Background: an optimization exercise with open tools, aiming at small area, a short achievable clock period and few clock cycles per item. Do not read the settings as production practice. At most, simulation tests tie the RTL to the original design; equivalence was not proved.

Setup of job 101:
// oxygen_cell_calibrate_and_mod
module oxygen_cell_calibrate_and_mod #(
    parameter int CAL_SAMPLES = 10
) (
    input  logic                                  clk,
    input  logic                                  rst_n,
    input  logic                                  in_valid,
    output logic                                  in_stall,
    input  logic                                  opcode,
    input  logic signed [ocm_pkg::SAMPLE_W-1:0]   sample,
    output logic                                  out_valid,
    input  logic                                  out_stall,
    output logic [ocm_pkg::O2_W-1:0]              o2_tenths,
    output logic [ocm_pkg::DEPTH_W-1:0]           depth_normal_tenths,
    output logic [ocm_pkg::DEPTH_W-1:0]           depth_tech_tenths,
    output logic                                  calibration_done,
    output logic                                  not_calibrated,
    input  logic                                  cfg_valid,
    output logic                                  cfg_ready,
    input  logic [ocm_pkg::CFG_IDX_W-1:0]         cfg_index,
    input  logic [ocm_pkg::CFG_W-1:0]             cfg_data
);
clock: 6.0 ns
lec_check: 0
cap_margin: 20
core_margin: 2
core_utilization: 60
setup_slack_margin: 1.5
slew_margin: 20
tns_end_percent: 50
run.sh (not shown) runs the stock make flow with config.mk's settings and CLKGATE_MAP_FILE= SYNTH_SCRIPT=/design/flow/synth_recipe.tcl, a recipe that flattens the netlist after the stock synthesis.
### job 101 -> job 102
# job 101
export LEC_CHECK = 0
export CAP_MARGIN = 20
export CORE_MARGIN = 2
export CORE_UTILIZATION = 60
export SETUP_SLACK_MARGIN = 1.5
export SLEW_MARGIN = 20
export TNS_END_PERCENT = 50
create_clock -name core_clock -period 6.0 [get_ports {clk}]
# job 102
export LEC_CHECK = 0
export CAP_MARGIN = 20
export CORE_MARGIN = 2
export CORE_UTILIZATION = 60
export SETUP_SLACK_MARGIN = 1.5
export SLEW_MARGIN = 20
create_clock -name core_clock -period 6.0 [get_ports {clk}]
Findings:
Job 101 and job 102 ended up with roughly the same number of buffers on the longest clock path. Diff job 101 -> job 102: wire length on met2 shows an increase of 2.4%; final cell count shows an increase of 0.33%. On buffers inserted during post-CTS setup optimization: between job 102 and job 101, it ends up lower for job 101. Fmax | job 102 vs job 101 | job 102 faster. Routed wire in job 102 totals more than in job 101. Job 102 and job 101 ended up with nearly the same number of maximum-capacitance violations. Delta (job 102 minus job 101): wire length of the first global-routing pass up 1.3%; global-route usage has increased; antenna cell count saw a decrease.
> inputs changed (job 102 -> job 103)
# job 102
export LEC_CHECK = 0
export CAP_MARGIN = 20
export CORE_MARGIN = 2
export CORE_UTILIZATION = 60
export SETUP_SLACK_MARGIN = 1.5
export SLEW_MARGIN = 20
create_clock -name core_clock -period 6.0 [get_ports {clk}]
# job 103
export LEC_CHECK = 0
export CAP_MARGIN = 20
export CORE_MARGIN = 2
export CORE_UTILIZATION = 50
export SETUP_SLACK_MARGIN = 1.5
export SLEW_MARGIN = 20
create_clock -name core_clock -period 6.0 [get_ports {clk}]
Results
- Delta (job 103 minus job 102): global-route usage moved down; post-layout utilization of the core moved down; total length of routed met3 wires moved down.
Edits applied to the flow inputs when going from job 103 to job 104:
# job 103
export LEC_CHECK = 0
export CAP_MARGIN = 20
export CORE_MARGIN = 2
export CORE_UTILIZATION = 50
export SETUP_SLACK_MARGIN = 1.5
export SLEW_MARGIN = 20
create_clock -name core_clock -period 6.0 [get_ports {clk}]
# job 104
export LEC_CHECK = 0
export CAP_MARGIN = 20
export CORE_MARGIN = 2
export CORE_UTILIZATION = 60
export SETUP_SLACK_MARGIN = 1.5
export SLEW_MARGIN = 20
export TNS_END_PERCENT = 20
create_clock -name core_clock -period 6.0 [get_ports {clk}]
Results
Job 104 was carried through to the last stage, and its layout satisfied the timing, design-rule and antenna checks. Area enclosed by the die boundary (higher): job 103. For job 103, the endpoint of the worst setup timing path was rt_s13[9], unlike job 104, where it was rn_s13[9]. Across both runs, inserted tap cell count was lower for job 104 than for job 103. The lower post-placement worst setup slack came out of job 104. On job 104: global-route usage is 4.0 points higher than what job 103 gave. Wire length in job 104 is 3.0% lower than in job 103. Of job 104 and job 103, it is job 104 that has the lower total buffers and inverters traversed by the critical path. Setup slack is lower on job 104. Changes observed in job 104 relative to job 103: design area decreased by about 2.6% relative to the old numbers. NOTE: via count in job 104 falls short of that of job 103.
No run of this note included a check of the RTL's function; only the layout flow was run.

---

north:
oxygen_cell_calibrate_and_mod, a different RTL version from the one above (not shown whole).
Size in the first run: ~4800 cells after synthesis, ~720 flip-flops, ~77 I/O pins, about 0.054 mm2 of cells after synthesis.
Settings: LEC_CHECK=0, CAP_MARGIN=20, CORE_MARGIN=2, CORE_UTILIZATION=40, SETUP_SLACK_MARGIN=1.5, SLEW_MARGIN=20; clock period 6.0 ns.
Testbench counts of north, summed over its fixed seeds: cycles 1,408, items 1,280.
For south, these inputs were changed with respect to north:
Settings: a change of CORE_UTILIZATION from 40 to 60.
Compared north against south; highest cell delay on the worst timing path within noise.
Routed wire length of south falls short of that of north by a few percent.
The final reports for south and north show max-slew headroom at the worst pin higher in the former.
The number of buffers inserted by post-CTS setup repair in south sits 66 below the value recorded for north.
For north, the worst setup path startpoint was o2_s14[1], unlike south, where it was o2_s10[0].
Input-level comparison between east and south:
Settings: an added CTS_BUF_LIST of sky130_fd_sc_hd__clkbuf_4 sky130_fd_sc_hd__clkbuf_8; an added CTS_CLUSTER_SIZE of 30.
## What came out
- Relative to south, east degrades total detailed-routing wirelength.
- The run with more setup slack is south; east has less.
- Final cell count ends up lower on south.
Edits applied to the flow inputs when going from east to west:
Settings: removing CTS_CLUSTER_SIZE (formerly 30); changing SETUP_SLACK_MARGIN from 1.5 to 1.7; removing CTS_BUF_LIST (formerly sky130_fd_sc_hd__clkbuf_4 sky130_fd_sc_hd__clkbuf_8).
[summary]
- west: full flow OK, the timing, design-rule and antenna checks passed
- Total length of routed wires on west is up relative to east.
- Taking east as the reference, in west final standard cell utilization of the core rose by 1.4 points, final area rose by 2.0%, count of cell instances traversed by the critical path rose by about 4.5%.
- Run comparison: east launch point of the critical path o2_s11[0]; west launch point of the critical path o2_s14[1]

-- afterwards: timing with drivers on the ports --
The results above use ideal ports. As a check the final layouts listed here were re-extracted and re-timed, cells and wires unchanged. Step 1, drivers: a clkbuf_16 drives clk and a buf_2 each remaining input, both assumed. Step 2 times the ports against the registers' clock, not the clock port: input delays grow and output delays shrink by t, the midpoint of the rising clock arrivals with the driver on. a / b / c = ideal / step 1 / step 2; a / b = the first two.
run	shift t [ns]	setup WS [ns]	worst slew at a driven data input, ns
job 101	0.724	1.180 / 1.180 / 1.180	0.04
job 102	0.730	1.218 / 1.218 / 1.218	0.10
job 103	0.717	1.180 / 1.180 / 1.180	0.04
job 104	0.725	1.119 / 1.119 / 1.119	0.04
north	0.764	1.231 / 1.231 / 1.231	0.07
south	0.720	1.332 / 1.332 / 1.332	0.05
east	0.887	1.314 / 1.314 / 1.314	0.05
west	0.730	1.186 / 1.186 / 1.186	0.04
After both steps every run listed still meets setup and hold.
